From an optimization exercise on the open Yosys and OpenROAD flow, aimed at small area; shortcuts taken in it are not production practice. Function was checked by simulation only, so behaviour that the tests miss may differ from the original. No activity file was given, so power comes from the tool's default toggle rates.

## run a
Design log_motion_ctrl, start of the top module:
module log_motion_ctrl #(
    parameter int NUM_OF_LOGS = 30,
    parameter int SCREEN_W    = 640,
    parameter int SCREEN_H    = 480,
    parameter int SPEED_W     = 3
) (
    input  logic                         CLK,
    input  logic                         resetN,
    input  logic                         startOfFrame,
    input  logic                         load_level,
    input  logic [SPEED_W-1:0]           speed,
    input  logic [NUM_OF_LOGS*9-1:0]     start_offsetX,
    input  logic [NUM_OF_LOGS*9-1:0]     start_offsetY,
    output logic [NUM_OF_LOGS*10-1:0]    logX,
    output logic [NUM_OF_LOGS*9-1:0]     logY,
    output logic                         busy,
    output logic                         frame_done,
    output logic                         overrun
);
Settings: LEC_CHECK=0, CAP_MARGIN=20, CORE_MARGIN=2, CORE_UTILIZATION=60, SLEW_MARGIN=20; clock period 10.0 ns.
standard.sh (not shown) runs the stock make flow with config.mk's settings and CLKGATE_MAP_FILE= SYNTH_SCRIPT=/design/flow/synth_recipe.tcl, a recipe that flattens the netlist after the stock synthesis.
==> flow/flow/run.sh <==
#!/bin/bash
# Standard ORFS layout (the standard.sh, unchanged synthesis, floorplan,
# tap cells and power grid) with two overrides:
#  - ports are buffered with the smallest buffer, buf_1
#  - CTS inserts no dummy loads
set -euo pipefail
bash standard.sh \
  "BUFFER_PORTS_ARGS=-buffer_cell sky130_fd_sc_hd__buf_1" \
  "CTS_ARGS=-sink_clustering_enable -repair_clock_nets -dont_use_dummy_load" \
  finish > flow_make.log 2>&1
Run a did not finish; the tool stopped in 3_2_place_iop with error PPL-0024.
What run b does differently from run a at the input level:
# run a
export LEC_CHECK = 0
export CAP_MARGIN = 20
export CORE_MARGIN = 2
export CORE_UTILIZATION = 60
export SLEW_MARGIN = 20
create_clock -name core_clock -period 10.0 [get_ports {CLK}]
# run b
export LEC_CHECK = 0
export CAP_MARGIN = 20
export CORE_MARGIN = 2
export CORE_UTILIZATION = 40
export SLEW_MARGIN = 20
create_clock -name core_clock -period 10.0 [get_ports {CLK}]
==> flow/run.sh (new file) <==
#!/bin/bash
# synth_recipe.tcl (not shown) runs the flow's synth.tcl, then flattens the netlist and writes it again
# the make line also repeats each setting of config.mk as NAME=value (left out here)
make -C /OpenROAD-flow-scripts/flow DESIGN_CONFIG=/design/flow/config.mk WORK_HOME=/design/flow/orfs CLKGATE_MAP_FILE= SYNTH_SCRIPT=/design/flow/synth_recipe.tcl finish
removed: flow/flow/run.sh
removed: flow/standard.sh
Diff run a..run b | mean area per synthesized cell | unchanged. Compared with run a, in run b multiplexer area fraction after synthesis was more or less identical; complex-gate fraction of the synthesized area ~0 delta. Diff run b..run a | xor/xnor cell area share of the yosys netlist | negligible. Run b went all the way through the flow, and no timing, DRC or antenna check failed. From run b to run a, post-synthesis instance total did not move at all. Run b vs run a: total number of placement rows up by more than 10%. For adder-cell share of the synthesized area, run b and run a come out practically identical. Initial core utilization, run b and run a, lower one = run b. Taking run a over run b, the horizontal extent of the die ratio works out to 0.819. Comparing run b and run a, the lower die boundary height was measured on run a.

* * *

Setup of main:
Another version of the RTL of log_motion_ctrl (not shown whole).
For scale: roughly 1,100 flip-flops.
Settings: LEC_CHECK=0, CAP_MARGIN=20, CORE_ASPECT_RATIO=0.5, CORE_MARGIN=2, CORE_UTILIZATION=50, SLEW_MARGIN=20; clock period 10.0 ns.
==> flow/flow/run.sh <==
#!/bin/bash
# Standard ORFS layout (the standard.sh: unchanged synthesis, floorplan,
# tap cells and power grid) with these overrides:
#  - ports are buffered with the smallest buffer, buf_1
#  - CTS uses clkbuf_4 on clusters of up to 8 sinks within 25 um, and no dummy loads
# ORFS writes each step's full log under orfs/logs; make's output goes to flow_make.log.
set -euo pipefail
bash standard.sh \
  "BUFFER_PORTS_ARGS=-buffer_cell sky130_fd_sc_hd__buf_1" \
  "CTS_ARGS=-sink_clustering_enable -repair_clock_nets -dont_use_dummy_load -buf_list sky130_fd_sc_hd__clkbuf_4 -sink_clustering_size 8 -sink_clustering_max_diameter 25" \
  finish > flow_make.log 2>&1
[inputs] the feature branch vs main
==> flow/flow/run.sh <==
#!/bin/bash
# Standard ORFS layout (the standard.sh: unchanged synthesis, floorplan,
# tap cells and power grid) with these overrides:
#  - ports are buffered with the smallest buffer, buf_1
#  - CTS uses clkbuf_8 on clusters of up to 12 sinks within 40 um, and no dummy loads
# ORFS writes each step's full log under orfs/logs; make's output goes to flow_make.log.
set -euo pipefail
bash standard.sh \
  "BUFFER_PORTS_ARGS=-buffer_cell sky130_fd_sc_hd__buf_1" \
  "CTS_ARGS=-sink_clustering_enable -repair_clock_nets -dont_use_dummy_load -buf_list sky130_fd_sc_hd__clkbuf_8 -sink_clustering_size 12 -sink_clustering_max_diameter 40" \
  finish > flow_make.log 2>&1
The feature branch ends up with a critical path required time that is 0.23 ns lower than in main.
Delta (the feature branch minus main): total power consumption of the routed design higher, core utilization higher, fraction of power consumed by combinational cells roughly the same.

[port drivers added, routing unchanged]
The flow's constraints put no driver on any port. The routed layouts listed below were extracted and timed again, unchanged, in two steps. Step 1 assumes that a clkbuf_16 drives the clock port and a buf_2 every other input. Step 2 adds t to the input delays and takes it off the output delays; t is the mean of the earliest and latest rising clock arrival at the registers after step 1. Input paths then give back, and output paths get back, about the clock's delay inside the block. Slacks: no drivers / after step 1 / after step 2; pairs: no drivers / after step 1.
run	shift t [ns]	setup slack, ns	hold slack, ns	worst register clock-pin slew, ns	cell pins on the clock port's net
run b	0.756	4.273 / 4.192 / 4.653	0.312 / 0.312 / 0.312	0.07 / 0.07	1
main	1.058	4.181 / 4.151 / 4.181	0.257 / 0.257 / 0.257	0.10 / 0.10	1
the feature branch	0.861	4.130 / 4.130 / 4.130	0.235 / 0.235 / 0.235	0.09 / 0.09	1
After both steps every run listed still meets setup and hold.
